Context: an optimization exercise on an open-source flow, tuned for small area and a short achievable clock period. The choices shown serve that exercise and are no tape-out recipe.
Only simulation tests tie the RTL to the original design; equivalence was not proved.
Power figures rest on the tool's default switching activity, not on a simulated workload.

==> design/flow/design.v <==
package imem_pkg;
  typedef enum logic {
    IMEM_LOAD = 1'b0,
    IMEM_RUN  = 1'b1
  } imem_state_e;
  localparam int IMEM_ADDR_W = 8;
  localparam int IMEM_DATA_W = 16;
  localparam int IMEM_DEPTH  = 256;
  function automatic logic even_par(input logic [63:0] d);
    return (^d);
  endfunction
endpackage
module imem_ram #(
  parameter int WIDTH = 16
) (
  input  logic                clk,
  input  logic [255:0]        i_we,
  input  logic [255:0]        i_hold,
  input  logic [WIDTH-1:0]    i_wdata_n,
  input  logic [255:0]        i_wl_n,
  output logic [2*WIDTH-1:0]  o_rdata_h
);
  logic [256*WIDTH-1:0] w_mem_n;
  for (genvar w = 0; w < 256; w++) begin : g_word
    for (genvar b = 0; b < WIDTH; b++) begin : g_bit
      imem_bit u_bit (
        .clk    (clk),
        .i_we   (i_we[w]),
        .i_hold (i_hold[w]),
        .i_d    (i_wdata_n[b]),
        .o_q    (w_mem_n[w*WIDTH + b])
      );
    end
  end
  for (genvar b = 0; b < WIDTH; b++) begin : g_rd
    logic [255:0] w_col_n;
    logic [127:0] w_l1;     
    logic [63:0]  w_l2;     
    logic [15:0]  w_l3;     
    logic [7:0]   w_l4;     
    for (genvar w = 0; w < 256; w++) begin : g_col
      assign w_col_n[w] = w_mem_n[w*WIDTH + b];
    end
    for (genvar k = 0; k < 128; k++) begin : g_l1
      imem_oai22 u_g (.i_a(w_col_n[2*k +: 2]), .i_s(i_wl_n[2*k +: 2]), .o_y(w_l1[k]));
    end
    for (genvar k = 0; k < 64; k++) begin : g_l2
      imem_nor #(.N(2)) u_g (.i_a(w_l1[2*k +: 2]), .o_y(w_l2[k]));
    end
    for (genvar k = 0; k < 16; k++) begin : g_l3
      imem_nand #(.N(4)) u_g (.i_a(w_l2[4*k +: 4]), .o_y(w_l3[k]));
    end
    for (genvar k = 0; k < 8; k++) begin : g_l4
      imem_nor #(.N(2)) u_g (.i_a(w_l3[2*k +: 2]), .o_y(w_l4[k]));
    end
    for (genvar k = 0; k < 2; k++) begin : g_l5
      imem_nand #(.N(4)) u_g (.i_a(w_l4[4*k +: 4]), .o_y(o_rdata_h[k*WIDTH + b]));
    end
  end
endmodule
module imem_bit (
  input  logic clk,
  input  logic i_we,
  input  logic i_hold,
  input  logic i_d,
  output logic o_q
);
  logic r_q;
  always_ff @(posedge clk) begin
    r_q <= (i_d & i_we) | (r_q & i_hold);
  end
  assign o_q = r_q;
endmodule
module imem_oai22 (
  input  logic [1:0] i_a,
  input  logic [1:0] i_s,
  output logic       o_y
);
  assign o_y = !((i_a[0] | i_s[0]) & (i_a[1] | i_s[1]));
endmodule
module imem_nand #(
  parameter int N = 4
) (
  input  logic [N-1:0] i_a,
  output logic         o_y
);
  assign o_y = !(&i_a);
endmodule
module imem_nor #(
  parameter int N = 4
) (
  input  logic [N-1:0] i_a,
  output logic         o_y
);
  assign o_y = !(|i_a);
endmodule
module imem_or2 (
  input  logic [1:0] i_a,
  output logic       o_y
);
  assign o_y = |i_a;
endmodule
module imem_boot #(
  parameter int ADDR_W = imem_pkg::IMEM_ADDR_W,
  parameter int DATA_W = imem_pkg::IMEM_DATA_W,
  parameter int DEPTH  = imem_pkg::IMEM_DEPTH
) (
  input  logic              clk,
  input  logic              rst_n,
  input  logic              ld_valid,
  input  logic [DATA_W-1:0] ld_data,
  input  logic              ld_last,
  output logic              ld_ready,
  input  logic              reload,
  output logic              boot_done,
  output logic [ADDR_W:0]   ld_count,
  input  logic              fetch_en,
  input  logic [ADDR_W-1:0] fetch_addr,
  output logic [DATA_W-1:0] fetch_data,
  output logic              fetch_valid,
  output logic              parity_err
);
  localparam int LO_W = ADDR_W / 2;
  localparam int HI_W = ADDR_W - LO_W;
  logic              r_run;        
  logic              r_ld_ready;   
  logic [ADDR_W:0]   r_cnt;
  logic              r_vld;
  logic [2*DATA_W-1:0] r_rdata_h;    
  logic              w_accept;
  logic [DEPTH-1:0]  w_we;
  logic [DEPTH-1:0]  w_hold;
  logic [(1<<LO_W)-1:0] w_pa;
  logic [(1<<HI_W)-1:0] w_pb;
  logic [DEPTH-1:0]  w_wl_n;
  logic [2*DATA_W-1:0] w_rdata_h;
  assign w_accept = !r_run && ld_valid;
  for (genvar w = 0; w < DEPTH; w++) begin : g_we
    assign w_we[w]   = w_accept && (r_cnt[ADDR_W-1:0] == ADDR_W'(w));
    assign w_hold[w] = !(r_ld_ready && ld_valid && (r_cnt[ADDR_W-1:0] == ADDR_W'(w)));
  end
  for (genvar a = 0; a < (1 << LO_W); a++) begin : g_pa
    assign w_pa[a] = (fetch_addr[LO_W-1:0] == LO_W'(a));
  end
  for (genvar a = 0; a < (1 << HI_W); a++) begin : g_pb
    assign w_pb[a] = (fetch_addr[ADDR_W-1:LO_W] == HI_W'(a));
  end
  for (genvar w = 0; w < DEPTH; w++) begin : g_wl
    imem_nand #(.N(2)) u_wl (.i_a({w_pb[w / (1 << LO_W)], w_pa[w % (1 << LO_W)]}), .o_y(w_wl_n[w]));
  end
  always_ff @(posedge clk or negedge rst_n) begin
    if (!rst_n) begin
      r_run      <= 1'b0;
      r_ld_ready <= 1'b1;
      r_cnt      <= '0;
      r_vld      <= 1'b0;
    end else if (!r_run) begin
      r_vld <= 1'b0;
      if (ld_valid) begin
        r_cnt <= r_cnt + 1'b1;
        if (ld_last || (&r_cnt[ADDR_W-1:0])) begin
          r_run      <= 1'b1;
          r_ld_ready <= 1'b0;
        end
      end
    end else begin
      r_vld <= fetch_en && !reload;
      if (reload) begin
        r_run      <= 1'b0;
        r_ld_ready <= 1'b1;
        r_cnt      <= '0;
      end
    end
  end
  always_ff @(posedge clk) begin
    r_rdata_h <= w_rdata_h;
  end
  imem_ram #(
    .WIDTH (DATA_W)
  ) u_ram (
    .clk     (clk),
    .i_we    (w_we),
    .i_hold  (w_hold),
    .i_wdata_n (~ld_data),
    .i_wl_n  (w_wl_n),
    .o_rdata_h (w_rdata_h)
  );
  assign ld_ready    = r_ld_ready;
  assign boot_done   = r_run;
  assign ld_count    = r_cnt;
  assign fetch_valid = r_vld;
  for (genvar b = 0; b < DATA_W; b++) begin : g_out
    imem_or2 u_or (.i_a({r_rdata_h[DATA_W + b], r_rdata_h[b]}), .o_y(fetch_data[b]));
  end
  assign parity_err  = 1'b0;
endmodule
==> design/flow/flow/run.sh <==
#!/bin/bash
# The standard layout, with the port buffers placed as sky130_fd_sc_hd__buf_4 instead of the
# buffer cell that buffer_ports picks by default (a slow delay buffer).
set -euo pipefail
bash standard.sh "BUFFER_PORTS_ARGS=-buffer_cell sky130_fd_sc_hd__buf_4" finish > standard.log 2>&1
==> design/flow/standard.sh <==
#!/bin/bash
# synth_recipe.tcl (not shown) runs the flow's synth.tcl, then flattens the netlist and writes it again
# the make line also repeats each setting of config.mk as NAME=value (left out here)
make -C /OpenROAD-flow-scripts/flow DESIGN_CONFIG=/design/flow/config.mk WORK_HOME=/design/flow/orfs CLKGATE_MAP_FILE= SYNTH_SCRIPT=/design/flow/synth_recipe.tcl "${@:-finish}"
==> design/flow/config.mk <==
export PLATFORM = sky130hd
export DESIGN_NAME = imem_boot
export DESIGN_NICKNAME = imem_boot
export VERILOG_FILES = /design/flow/design.v
export SDC_FILE = /design/flow/constraint.sdc
export NUM_CORES = 4
export LEC_CHECK = 0
export CAP_MARGIN = 20
export CORE_MARGIN = 2
export CORE_UTILIZATION = 50
export CTS_CLUSTER_DIAMETER = 100
export CTS_CLUSTER_SIZE = 25
export SETUP_SLACK_MARGIN = 1.8
export SLEW_MARGIN = 20
export SYNTH_HIERARCHICAL = 1
==> design/flow/constraint.sdc <==
create_clock -name core_clock -period 4.5 [get_ports {clk}]
set_input_delay 0.9000 -clock core_clock [delete_from_list [all_inputs] [get_ports {clk}]]
set_output_delay 0.9000 -clock core_clock [all_outputs]
set_load 0.01 [all_outputs]
==> reports/summary.md, run 1 <==
The flow ran to the end and the layout has no timing, DRC or antenna violations. Yosys attributes the largest share of cell area to dfxtp_1 (58%), a22o_1 (25%), o22ai_1 (9.0%). Relative to the synthesized area, the layout overhead comes to 12.3%. The count of placed standard cells including taps is 17100, and the sequential share of the synthesized area is 58.2%. The count of distinct cell types in the synthesized netlist is 42, and the site row count is 195. At the pin with the least slew margin, the transition time is 1.25 ns. The tools report the clock tree root driver cell as clkbuf_16.

The remaining global-route overflow is 0, and the clock sink count is 4140. The analysis attributes to cell leakage a power of 63.4 nW. The uppermost layer routed was met5. For this run, design rule violations remaining after detail routing come to 0.

For this run, asynchronously set or reset flops after synthesis account for 0.290%. Measured on the finished design, the core utilization comes to 56.6%. The number of buffers inserted by port buffering was 57; the final routed wirelength across all metal layers was 618000 µm. Largest clock skew in the final design: 0.0419 ns. After detailed routing, the met2 layer carries 255000 µm of wire. For the worst setup path, the data arrival time is 3.62 ns. The first-pass GRT wire length is 876000 µm. The number of nets in the synthesized netlist is 12800.

The total power divided by cell area is 388 nW/µm², and the post-layout minimum cycle time is 2.82 ns. TritonCTS built the clock tree. Cells with a size suffix above 1 make up 10.6% of the layout. For the total I/O pin count, the log shows 59. Startpoint-to-endpoint class of the critical path: in2reg. The number of global-route vias before repair was 118000; the overall global routing resource usage was 40.8%. The run gives 0.355 GHz as the highest clock frequency the design can meet. In this run, synthesis inferred 0 flip-flops with an integrated enable.

The share of the synthesized area in the top cell type is 58.0%, and the worst hold slack after final layout is 0.146 ns. During synthesis, Yosys emitted a total of 8 warnings. The data required time at the worst endpoint is 5.31 ns.

Final number of max-transition violations: 0. Setup repair after global routing could not meet its margin everywhere. For this configuration, the core starts out at a cell density of 50.4%. The min-delay analysis places its worst path in the category in2reg. The run gives 0 as the count of maximum capacitance violations. The final number of setup-violating endpoints is 0, and the source-to-sink clock delay at the later pin of the worst-skew pair is 0.95 ns. TritonCTS created 187 clock buffers. The peak fanout along the critical path was 16; the core footprint was 283000 µm².

Synthesis produced a netlist whose cell count is 12800. The number of flip-flops and latches in the synthesized netlist is 4140. The average instance in the mapped netlist occupies 11.1 µm². The routed via count divided by cell count came out at 7.36.

The initial antenna violation count was 37; the worst relative slew slack was 16.8%. The largest total area in the synthesized netlist belongs to dfxtp_1. Leaving out fill and tap cells, the most frequent cells in the layout are dfxtp_1 (4106), a22o_1 (4096), o22ai_1 (2046).

The worst setup path is launched from an input port. Fill cells in the final layout number 24000. The clock transition at the register clock pins on the worst setup and hold paths after CTS was 0.11 ns. Routability-driven placement finished with a final weighted congestion of 0.963. STA classifies the critical path endpoint as a register. The cell area that synthesis handed to floorplanning was 142000 µm². In the synthesized netlist the dominant register cell turns out to be dfxtp_1. The logs give 83000 µm² for the area taken by flip-flops and latches and 0 ns for the setup TNS.

For the number of nets still failing antenna checks after routing, the log shows 0. The leading cell type in the layout, fill and taps excluded is dfxtp_1. Detailed routing inserted a total of 128000 vias. The routed design uses 72600 µm of met3 wire. The share of the clock period used by the worst path after layout was 62.6%. The wire length per cell is 35.6 µm, and the initial detailed-routing violation count is 19500. The tools report the number of hold violations in the final report as 0. Once layout is complete, the cells apart from fillers number 17400. The deepest clock path buffer count was 4; the total number of nets in the final design was 13600. The vertical die dimension works out to 538 µm. For this block, wires on met1 add up to 252000 µm. The logs give 60700 µm² for the area taken by multi-input logic gates and 4 for the total number of H-tree levels. The die covers 289000 µm².

Entering global routing, the biggest net connects 143 pins. The first-pass detailed-route iteration total came out at 8. The die outline width works out to 538 µm.

The final HPWL from detailed placement is 394000 µm. IR analysis of the VDD net gives a maximum drop of 325 µV.
==> cells in the mapped netlist, drive strengths merged (3+ instances only) <==
cell       n
nor4       3
nor2b      7
ha         4
o22ai   2048
dfxtp   4128
dfrtp     11
mux2i      5
buf       76
inv       20
nand2b    18
a22o    4096
or2       16
clkbuf     8
nor2    1452
nand3     17
nor3      20
nand4    297
nand2    545
==> cells by family after synthesis <==
group / synth area share, %
AO/OA/AOI/OAI: 34.2
XOR/XNOR: 0.00615
adder cells (fa/ha/maj): 0.0351
buffers and inverters: 0.397
flip-flops: 58.2
multiplexers: 0.0351
other: 0.00263
AND/OR/NAND/NOR: 7.08
==> metrics by stage <==
step	setup WS [ns]	area (µm²)	power, mW
after CTS	1.74	159000	61.9
after global placement	-0.159	152000	42.8
after detailed placement	-0.0265	153000	42.9
after floorplan	0.594	142000	40.4
after global routing	1.72	160000	63.4
final	1.68	160000	62.1
==> Yosys stat by module (local to each module, per instance), excerpt <==
module / copies in the design / flip-flops and latches
imem_oai22: 2048 / 0
imem_bit: 4096 / 1
imem_or2: 16 / 0
imem_boot: 1 / 44
==> final timing paths <==
kind                                                       from                                   end  depth (start not counted)  slack, ns
setup / recovery                                  fetch_addr[3]                          r_rdata_h[1]                         10       1.68
hold / removal                                           reload                              r_cnt[2]                          2       0.15
setup reg to reg                                       r_cnt[6]   u_ram.g_word[55].g_bit[1].u_bit.r_q                          6       1.70
hold reg to reg            u_ram.g_word[22].g_bit[11].u_bit.r_q  u_ram.g_word[22].g_bit[11].u_bit.r_q                          1       0.48
max in group asynchronous                                 rst_n                            r_ld_ready                          2       3.86
min in group asynchronous                                 rst_n                                 r_vld                          2       0.36
==> per-layer routing <==
layer	vias up	global-route usage [%]
li1	53300	-
met1	64100	57.0
met2	8882	57.4
met3	1412	10.1
met4	22	23.2
met5	-	0
==> worst max-delay path, stage by stage <==
cell	delay (ns)
buf_4	0.19
nand2b_2	0.27
nor2_4	0.17
buf_12	0.21
nand2_2	0.34
o22ai_1	0.16
nor2_1	0.29
nand4_1	0.31
nor2_2	0.54
nand4_1	0.14
==> flip-flops by register name, indices dropped and copies added, names as in the netlist <==
register	cells
r_run	1
r_ld_ready	1
r_cnt	9
r_rdata_h	32
r_vld	1
u_ram.g_word.g_bit.u_bit.r_q	4096
==> what timing repair did <==
item | in CTS | in global routing
hold buffers | 1 | 0
resized for setup | 404 | 190
hold endpoints to repair | 11 | 0
endpoints found under the setup margin | 4076 | 1062
gates cloned | 0 | 0
setup buffers | 51 | 8
pin swaps | 40 | 31
==> where the power goes <==
part	leakage, nW	switching, mW	internal (mW)
Clock	2.39	11.9	7.69
Sequential	33.4	0.769	37.5
Combinational	27.6	2.94	1.31
==> final cells by class <==
class / count / share of cell area, %
multi-input combinational: 8545 / 37.9
timing repair buffer: 681 / 4.08
clock buffer: 198 / 3.02
inverter: 20 / 0.0845
clock inverter: 3 / 0.0227
antenna: 25 / 0.0391
tap: 3743 / 2.93
sequential: 4140 / 51.9
==> run 2: changes to the inputs <==
--- a/design/flow/config.mk
+++ b/design/flow/config.mk
@@ -7,9 +7,9 @@
 export LEC_CHECK = 0
-export CAP_MARGIN = 20
+export CAP_MARGIN = 10
 export CORE_MARGIN = 2
-export CORE_UTILIZATION = 50
+export CORE_UTILIZATION = 55
 export CTS_CLUSTER_DIAMETER = 100
 export CTS_CLUSTER_SIZE = 25
-export SETUP_SLACK_MARGIN = 1.8
-export SLEW_MARGIN = 20
+export SETUP_SLACK_MARGIN = 1.7
+export SLEW_MARGIN = 10
 export SYNTH_HIERARCHICAL = 1
==> reports/summary.md, run 2 <==
The run gives 0.340 GHz (-4.1%) as the highest clock frequency the design can meet. Sorting the synthesized cells by area gives the leading types as dfxtp_1 (58%), a22o_1 (25%), o22ai_1 (9.0%). The share of the synthesized area in compound gates (AO/OA/AOI/OAI) was 34.2% (unchanged). The flow ran to the end and the layout has no timing, DRC or antenna violations. The utilization after layout is 61.7% (+5.1 points). The total power is 61.7 mW (-0.68%), and the worst relative slew slack is 12.6% (-4.3 points).

Traced cell by cell, the critical path runs through buf_4, nand2_1, nor2_1, buf_4, nand2_1, buf_4, o22ai_1, nor2_1, nand4_1, nor2_1, buf_4, nand4_1. Yosys synthesis warning count: 8 (unchanged). The library cells used most frequently in the layout, excluding fill and tap cells, are dfxtp_1 (4115), a22o_1 (4096), o22ai_1 (2046). The share of synthesized cell area in full adder, half adder and majority cells was 0.0351% (unchanged); the count of placed standard cells including taps was 16700 (-2.0%). The worst setup path is launched from an input port. The sequential share of the synthesized area is 58.2% (unchanged). The post-synthesis simple-gate area fraction is 7.08% (unchanged). The run gives 59 (unchanged) as the total I/O pin count. The cell count of the worst reg-to-reg path is 6 (unchanged), and the async set or reset register ratio after synthesis is 0.290% (unchanged). The count of maximum capacitance violations was 0 (unchanged). In this run the worst hold path is classified as in2reg.

Total CTS buffers: 183 (-2.1%). The logs give 3.72 ns (+0.10 ns) for the arrival time of the worst setup path and 0.184 ns (+0.0384 ns) for the worst hold slack after final layout. The initial antenna violation count was 43 (+16%); the clock transition at the register clock pins on the worst setup and hold paths after CTS was 0.10 ns (about the same). The die outline width was 513 µm (-4.6%). The tools report the cell count after synthesis as 12800 (unchanged). The largest net degree at the start of global routing is 134 (-6.3%), and the average cell area after synthesis is 11.1 µm² (unchanged).

The tools report the source of the worst hold timing path as reload. The largest registers in the layout are u_ram.g_word.g_bit.u_bit.r_q x4096, r_rdata_h x32, r_cnt x9. The tools report the data required time at the worst endpoint as 5.28 ns (-0.03 ns). The total number of nets in the final design was 13600 (+0.088%); the number of buffers and inverters on the critical path was 4 (+2).

The end point of the worst hold path is r_cnt[2]. Number of flip-flops and latches in the synthesized netlist: 4140 (unchanged). Leaving out fill and tap cells, the most frequent cell in the layout is dfxtp_1. The final non-filler cell total came out at 17000 (-1.9%). The number of flip-flops in the largest register works out to 4096 (unchanged). The share of the clock period used by the worst path after layout is 65.3% (+2.7 points). The deepest clock path buffer count is 3 (-1), and the post-layout minimum cycle time is 2.94 ns (+0.121 ns). Setup repair after global routing could not meet its margin everywhere.

TritonCTS built the clock tree. The final number of max-transition violations is 0 (unchanged). Slowest stage cell on the critical path: nor2_1. The sort of element at the end of the critical path was a register. The number of buffers inserted by port buffering is 57 (unchanged). The effective utilization at floorplan was 55.4% (+5.0 points).

The portion of netlist area occupied by mux cells was 0.0351% (unchanged). The peak fanout along the critical path is 16 (unchanged), and the wire length per cell is 35.1 µm (-1.4%). The fill cell instance count of the final layout is 20700 (-14%), and the total power divided by cell area is 389 nW/µm² (+0.12%).

The first-pass GRT wire length came out at 856000 µm (-2.3%). The tools report the source-to-sink clock delay at the later pin of the worst-skew pair as 0.91 ns (-0.04 ns). The library cell appearing most often on the critical path is buf_4. The final weighted congestion of routability-driven global placement was 1.03 (+6.8%). The tools report the remaining global-route overflow as 0 (unchanged). Among all cell types in the netlist, the one instantiated most often is dfxtp_1. The area enclosed by the die boundary was 263000 µm² (-9.0%); the worst stage delay on the critical path was 0.47 ns (-0.07 ns). The worst-margin pin slew is 1.31 ns (+0.0641 ns). The tools report the clock sink count as 4140 (unchanged).

Via count: 130000 (+1.3%). First-pass detailed-route iteration total: 9 (+1). After synthesis, the largest family of logic cells by area is compound AO/OA/AOI/OAI gates. The tools report the core footprint as 257000 µm² (-9.1%).

By count the netlist is led by dfxtp_1 (4128), a22o_1 (4096), o22ai_1 (2048), nor2_1 (1408), nand2_1 (545). The largest register by flop count was u_ram.g_word.g_bit.u_bit.r_q. The tools report the count of distinct cell types in the synthesized netlist as 42 (unchanged). The endpoint identified for the worst register-to-register timing path is u_ram.g_word[207].g_bit[9].u_bit.r_q.

The number of hold violations in the final report was 0 (unchanged); the leakage dissipation was 63.0 nW (-0.71%). Count of flip-flops with a built-in enable after synthesis: 0 (unchanged). The initial detailed-routing violation count was 22300 (+15%).

For the final number of setup-violating endpoints, the log shows 0 (unchanged). Cell family with the largest share of critical-path delay: simple AND/OR/NAND/NOR gates. In the synthesized netlist the dominant register cell turns out to be dfxtp_1. The summed area of non-filler cells in the final layout was 159000 µm² (-0.80%).

Placed instance area: 152000 µm² (-0.35%). The share of final-layout standard cells stronger than drive strength 1 works out to 9.34% (-1.3 points). The number of nets in the synthesized netlist came out at 12800 (unchanged). The tools report the total number of H-tree levels as 4 (unchanged). The number of remaining DRC errors is 0 (unchanged), and the post-synthesis xor/xnor area fraction is 0.00615% (unchanged). The worst register-to-register path begins at r_cnt[5]. The worst-case vdd ir drop is 448 µV (+38%). Share of the synthesized area in the top cell type: 58.0% (unchanged). The number of instances on the worst hold path is 2 (unchanged), and the final HPWL from detailed placement is 380000 µm (-3.6%). The tree is rooted in a clkbuf_16.

The tools report the final routed wirelength across all metal layers as 599000 µm (-3.2%). The worst setup path is of the in2reg kind. The number of nets still failing antenna checks after routing is 0 (unchanged).

The routed via count divided by cell count came out at 7.60 (+3.3%). The overall global routing resource usage was 43.4% (+2.6 points); the register-to-register path setup slack was 1.64 ns (-0.06 ns). The tools report the total standard cell area after synthesis as 142000 µm² (unchanged). Of all cell types, the one taking the most synthesized area is dfxtp_1.

Site row count: 186 (-4.6%). The tools report the largest clock skew in the final design as 0.0371 ns (-0.00474 ns). The signed area change from the synthesized netlist to the final layout is 11.4%. For the number of global-route vias before repair, the log shows 119000 (+0.27%). The vertical die dimension came out at 513 µm (-4.6%).
## run 2: cell count changes in the layout (fill, tap and decap cells not counted), sizes merged
cell	previous run	this run
clkbuf	198	192
inv	6	9
diode	25	45
clkinv	1	3
bufbuf	1	0
buf	679	696
## run 2: what timing repair did
item                                     CTS  global route
buffers inserted                          39            15
endpoints found under the hold margin     11             0
pin swaps                                 15            20
hold buffers                               1             0
endpoints found under the setup margin  3945          2465
resized for setup                        207           135
## run 2: cell type report
class	count	area (µm²)	share of cell area (%)
diodes	45	113	0.0710
repair buffers	697	6220	3.92
clock inverters	8	119	0.0749
flip-flops and latches	4140	83000	52.3
inverters	20	135	0.0852
multi-input cells	8545	60200	37.9
clock buffers	192	4720	2.97
well taps	3384	4230	2.67
## run 2: kinds of logic (layout without fill, tap and decap cells)
group / after synthesis / in the layout
fa+ha+maj: 4 / 4
compound gates: 6148 / 6148
buf+inv: 104 / 917
flops: 4140 / 4140
xor+xnor: 1 / 1
simple gates: 2386 / 2386
other cells: 1 / 46
mux: 5 / 5
## run 2: routing by layer
metal | vias up | GRT usage [%] | share of wire (%)
li1 | 53400 | - | -
met1 | 64500 | 59.1 | 39
met2 | 9972 | 60.5 | 41
met3 | 1646 | 14.3 | 14
met4 | 28 | 23.8 | 6.1
met5 | - | 0 | 0.057
## run 2: Yosys stat by module, one instance, submodules excluded, a selection
module / times used / cells
imem_boot: 1 / 837
imem_bit: 4096 / 2
imem_oai22: 2048 / 1
imem_or2: 16 / 1
## run 2: where the power goes
| part | internal [mW] | total [mW] | switching (mW) |
|---|---|---|---|
| logic | 1.24 | 4.17 | 2.93 |
| registers | 37.5 | 38.2 | 0.714 |
| clock network | 7.54 | 19.3 | 11.7 |
## run 2: through the flow
step	worst slack (ns)	TNS, ns
floorplan	0.594	0
global placement	-0.0591	-0.0780
detailed placement	-0.0887	-0.147
CTS	1.54	0
global route	1.63	0
finish	1.56	0
## run 2: worst max-delay path by stage
stage                                                  endpoint  slack, ns     startpoint  cells after the start
after floorplan              u_ram.g_word[0].g_bit[0].u_bit.r_q       0.59     ld_data[0]                      2
after global placement                            r_rdata_h[26]      -0.06  fetch_addr[0]                     10
after detailed placement                          r_rdata_h[26]      -0.09  fetch_addr[0]                     10
after CTS                  u_ram.g_word[156].g_bit[3].u_bit.r_q       1.54       r_cnt[0]                      7
after global routing      u_ram.g_word[206].g_bit[15].u_bit.r_q       1.63       r_cnt[5]                      6
final                                             r_rdata_h[16]       1.56  fetch_addr[7]                     12
==> run 3: changes to the inputs <==
--- a/design/flow/design.v
+++ b/design/flow/design.v
@@ -19,3 +19,3 @@
   input  logic [WIDTH-1:0]    i_wdata_n,
-  input  logic [255:0]        i_wl_n,
+  input  logic [511:0]        i_wl_n,
   output logic [2*WIDTH-1:0]  o_rdata_h
@@ -44,3 +44,3 @@
     for (genvar k = 0; k < 128; k++) begin : g_l1
-      imem_oai22 u_g (.i_a(w_col_n[2*k +: 2]), .i_s(i_wl_n[2*k +: 2]), .o_y(w_l1[k]));
+      imem_oai22 u_g (.i_a(w_col_n[2*k +: 2]), .i_s(i_wl_n[256*(b/8) + 2*k +: 2]), .o_y(w_l1[k]));
     end
@@ -134,3 +134,3 @@
   logic [(1<<HI_W)-1:0] w_pb;
-  logic [DEPTH-1:0]  w_wl_n;
+  logic [2*DEPTH-1:0] w_wl_n;    
   logic [2*DATA_W-1:0] w_rdata_h;
@@ -147,4 +147,7 @@
   end
-  for (genvar w = 0; w < DEPTH; w++) begin : g_wl
-    imem_nand #(.N(2)) u_wl (.i_a({w_pb[w / (1 << LO_W)], w_pa[w % (1 << LO_W)]}), .o_y(w_wl_n[w]));
+  for (genvar c = 0; c < 2; c++) begin : g_wlc
+    for (genvar w = 0; w < DEPTH; w++) begin : g_wl
+      imem_nand #(.N(2)) u_wl (.i_a({w_pb[w / (1 << LO_W)], w_pa[w % (1 << LO_W)]}),
+                               .o_y(w_wl_n[c*DEPTH + w]));
+    end
   end
--- a/design/flow/config.mk
+++ b/design/flow/config.mk
@@ -7,9 +7,9 @@
 export LEC_CHECK = 0
-export CAP_MARGIN = 10
+export CAP_MARGIN = 20
 export CORE_MARGIN = 2
-export CORE_UTILIZATION = 55
+export CORE_UTILIZATION = 50
 export CTS_CLUSTER_DIAMETER = 100
 export CTS_CLUSTER_SIZE = 25
-export SETUP_SLACK_MARGIN = 1.7
-export SLEW_MARGIN = 10
+export SETUP_SLACK_MARGIN = 1.8
+export SLEW_MARGIN = 20
 export SYNTH_HIERARCHICAL = 1
==> reports/summary.md, run 3 <==
The run finished with no timing, DRC or antenna violations. The sequential share of the synthesized area was 57.8% (-0.39 points). The share of final-layout standard cells stronger than drive strength 1 was 9.11% (-0.23 points).

The tools report the total CTS buffers as 187 (+2.2%). The core footprint came out at 285000 µm² (+11%). The combinational fraction of design power was 7.0% (+0.2 points); the vertical die dimension was 539 µm (+5.2%). The cell sitting at the root of the clock tree is a clkbuf_16.

The tools report the placed instance area as 153000 µm² (+0.47%). The commonest register cell after synthesis is dfxtp_1. The setup TNS is 0 ns (unchanged). The biggest area contributor in the post-synthesis netlist is dfxtp_1. The tools report the source-to-sink clock delay at the later pin of the worst-skew pair as 0.94 ns (+0.03 ns).

In the layout the commonest cells are dfxtp_1 (4110), a22o_1 (4096), o22ai_1 (2046). Post-layout minimum cycle time: 2.87 ns (-0.0640 ns). TritonCTS built the clock tree.

The number of buffers inserted by port buffering was 57 (unchanged); the first-pass detailed-route iteration total was 8 (-1). The total number of nets in the final design was 13800 (+0.95%); the number of flip-flops and latches in the synthesized netlist was 4140 (unchanged). The most common cell in the synthesized netlist is dfxtp_1. The run gives 880000 µm (+2.8%) as the first-pass GRT wire length. The number of flip-flops in the largest register was 4096 (unchanged); the fill cell instance count of the final layout was 24400 (+18%). The signed area change from the synthesized netlist to the final layout came out at 11.5% (about the same). Initial detailed-routing violation count: 19700 (-12%).

The sequential fraction of design power came out at 61.4% (-0.6 points). The logs give 291000 µm² (+11%) for the area enclosed by the die boundary and 119000 (-0.010%) for the number of global-route vias before repair. The share of the clock period used by the worst path after layout is 63.9% (-1.4 points). The internal power came out at 46.6 mW (+0.62%). The run gives 17.6% (+5.1 points) as the worst relative slew slack. The logs give 62.2 mW (+0.92%) for the total power and 31.5% (+0.2 points) for the clock network fraction of design power. The worst stage delay on the critical path works out to 0.49 ns (+0.02 ns). The clock transition at the register clock pins on the worst setup and hold paths after CTS is 0.11 ns (about the same), and the leakage dissipation is 62.6 nW (-0.59%). The number of nets in the synthesized netlist came out at 13100 (+2.0%).

The cell count after synthesis is 13000 (+2.0%), and the average cell area after synthesis is 11.0 µm² (-1.3%). The run gives 4 (unchanged) as the total number of H-tree levels. The largest registers in the layout are u_ram.g_word.g_bit.u_bit.r_q x4096, r_rdata_h x32, r_cnt x9. The largest register by flop count was u_ram.g_word.g_bit.u_bit.r_q.

Routed via count divided by cell count: 7.37 (-3.1%). The path class of the lowest-slack min-delay path is in2reg. For the final weighted congestion of routability-driven global placement, the log shows 0.964 (-6.3%). The overall global routing resource usage is 40.6% (-2.8 points), and the total power divided by cell area is 389 nW/µm² (+0.15%). The worst setup path is launched from a register.

The worst hold slack after final layout is 0.162 ns (-0.0227 ns), and the worst-case vdd ir drop is 350 µV (-22%). The run gives 143000 µm² (+0.67%) as the total standard cell area after synthesis. Walking the worst path, the cells encountered are inv_1, ha_1, nand3_2, nor2_4, buf_4, buf_4, nand2_1, a22o_1. The die outline width is 539 µm (+5.2%). In the synthesized netlist, the cells that appear most often are dfxtp_1 (4128), a22o_1 (4096), o22ai_1 (2048), nor2_1 (1408), nand2_1 (801). The final number of max-transition violations is 0 (unchanged), and the worst-margin pin slew is 1.24 ns (-0.0760 ns). The net switching fraction of the power is 25.2% (+0.23 points), and the arrival time of the worst setup path is 3.70 ns (-0.02 ns). The wire length per cell is 35.5 µm (+0.97%), and the data required time at the worst endpoint is 5.32 ns (+0.04 ns). The summed area of non-filler cells in the final layout was 160000 µm² (+0.77%). The slowest stage cell on the critical path is dfrtp_1.

Total I/O pin count: 59 (unchanged). The effective utilization at floorplan was 50.3% (-5.1 points); the count of flip-flops with a built-in enable after synthesis was 0 (unchanged). The peak fanout along the critical path was 16 (unchanged); the number of nets still failing antenna checks after routing was 0 (unchanged). The clock sink count is 4140 (unchanged), and the deepest clock path buffer count is 4 (+1).

In the post-synthesis netlist, the biggest area contributors are dfxtp_1 (58%), a22o_1 (25%), o22ai_1 (8.9%). For the largest clock skew in the final design, the log shows 0.0414 ns (+0.00426 ns). The logs give 622000 µm (+3.9%) for the final routed wirelength across all metal layers and 0 (unchanged) for the count of maximum capacitance violations. The largest net degree at the start of global routing came out at 141 (+5.2%). The leading cell type in the layout, fill and taps excluded was dfxtp_1.

The initial antenna violation count was 41 (-4.7%); the highest clock frequency the design can meet was 0.348 GHz (+2.2%). The final HPWL from detailed placement is 402000 µm (+5.8%). The site row count is 196 (+5.4%). For the power dissipated by switching net loads, the log shows 15.7 mW (+1.8%). The worst setup path is of the reg2reg kind.

The share of the synthesized area in the top cell type was 57.6% (-0.39 points); the remaining global-route overflow was 0 (unchanged). The async set or reset register ratio after synthesis is 0.290% (unchanged). Final number of setup-violating endpoints: 0 (unchanged). The yosys synthesis warning count is 8 (unchanged). The worst setup path is captured at a register. The via count is 129000 (-0.30%).

The count of distinct cell types in the synthesized netlist came out at 42 (unchanged). Number of remaining DRC errors: 0 (unchanged). By instance count, the cell type seen most on the critical path is buf_4.

For the number of hold violations in the final report, the log shows 0 (unchanged). Setup repair after global routing could not meet its margin everywhere.
run 3: changes by cell type after synthesis, sizes merged:
| cell | change |
|---|---|
| nand2 | +256 |
run 3: final timing paths:
| kind | from | end | slack [ns] | depth (start not counted) |
|---|---|---|---|---|
| worst max-delay path | r_cnt[1] | u_ram.g_word[5].g_bit[4].u_bit.r_q | 1.63 | 8 |
| min in group asynchronous | rst_n | r_cnt[4] | 0.46 | 2 |
| worst max register to register | r_cnt[1] | u_ram.g_word[5].g_bit[4].u_bit.r_q | 1.63 | 8 |
| worst min-delay path | reload | r_cnt[2] | 0.16 | 2 |
| max in group asynchronous | rst_n | r_ld_ready | 3.79 | 2 |
| worst min register to register | u_ram.g_word[84].g_bit[6].u_bit.r_q | u_ram.g_word[84].g_bit[6].u_bit.r_q | 0.48 | 1 |
run 3: area by class of cell:
class | count | area, µm² | area share [%]
Tap cell | 3762 | 4710 | 2.94
Clock buffer | 199 | 4850 | 3.03
Antenna cell | 28 | 70.1 | 0.0438
Sequential cell | 4140 | 83000 | 51.9
Clock inverter | 4 | 56.3 | 0.0352
Inverter | 20 | 135 | 0.0845
Timing Repair Buffer | 566 | 5460 | 3.41
Multi-Input combinational cell | 8801 | 61600 | 38.5
run 3: logic make-up (layout without fill, tap and decap cells):
| logic type | Yosys count | in the layout | share of synthesized area [%] |
|---|---|---|---|
| other | 1 | 29 | 0.00262 |
| AO/OA/AOI/OAI | 6148 | 6148 | 34.0 |
| AND/OR/NAND/NOR | 2642 | 2642 | 7.70 |
| multiplexers | 5 | 5 | 0.0349 |
| flip-flops | 4140 | 4140 | 57.8 |
| buffers and inverters | 104 | 789 | 0.394 |
| XOR/XNOR | 1 | 1 | 0.00611 |
| adder cells (fa/ha/maj) | 4 | 4 | 0.0349 |
run 3: power groups by stage:
stage                     clock, mW  sequential (mW)  combinational (mW)
after floorplan                   0             38.7                1.76
after global placement            0             39.0                3.86
after detailed placement          0             39.0                3.93
after CTS                      19.7             38.2                4.13
after global routing           20.9             38.3                4.40
final                          19.6             38.2                4.37
run 3: per-stage QoR:
stage,cells,utilization [%],worst slack [ns]
final,17500,56.1,1.63
after global routing,17500,56.0,1.63
after CTS,17500,55.8,1.62
after detailed placement,17200,53.5,0.155
after global placement,17200,53.5,0.00663
after floorplan,13000,-,0.594
run 3: layer usage:
metal | global-route usage (%) | routed length [µm] | vias up
met2 | 57.2 | 253000 | 9234
met5 | 0 | 500 | -
met3 | 11.4 | 78900 | 1491
met4 | 21.5 | 38200 | 40
met1 | 56.1 | 251000 | 64500
li1 | - | - | 53900
run 3: modules after synthesis (local to each module, per instance), a selection:
module	cells	cell area [µm²]
imem_boot	837	4540
imem_bit	2	28.8
imem_oai22	1	6.26
imem_or2	1	6.26
run 3: worst max-delay path: cells and delay by family (launching register included):
kind	cells	cell delay, ns
and+or+nand+nor	3	0.92
adders and majority gates	1	0.26
buffers and inverters	3	0.71
AOI/OAI and AO/OA	1	0.35
DFF	1	0.49
run 3: timing repair:
action / 4_1_cts / 5_1_grt
cloned: 0 / 0
buffers inserted: 48 / 8
pin swaps: 25 / 39
hold buffers: 1 / 0
endpoints found under the hold margin: 12 / 0
endpoints found under the setup margin: 3926 / 1468
resized for setup: 297 / 181

what the ideal ports hide:
No port has a modelled driver above. Below, the same layouts with a new extraction and two added sets of constraints.
Step 1 sets driving cells, clkbuf_16 on the clock port and buf_2 on the other inputs (assumed; they add their load-dependent delay and slew).
Step 2 moves the port delays by t, midway between the first and last clock arrival at a register: inputs arrive t later, outputs are due t later. That takes back most of the time a late clock gives input paths.
a / b / c = ideal / step 1 / step 2; a / b = the first two.
run	shift t [ns]	setup slack, ns	pins driven straight from the clock port
run 1	1.034	1.683 / 1.669 / 0.707	1
run 2	1.011	1.562 / 1.516 / 0.505	1
run 3	1.026	1.626 / 1.626 / 0.635	1
After both steps setup and hold are still met in every run listed. For run 2, which loses most, drivers alone change the setup slack by -0.046 ns; drivers and shift together by -1.057 ns.
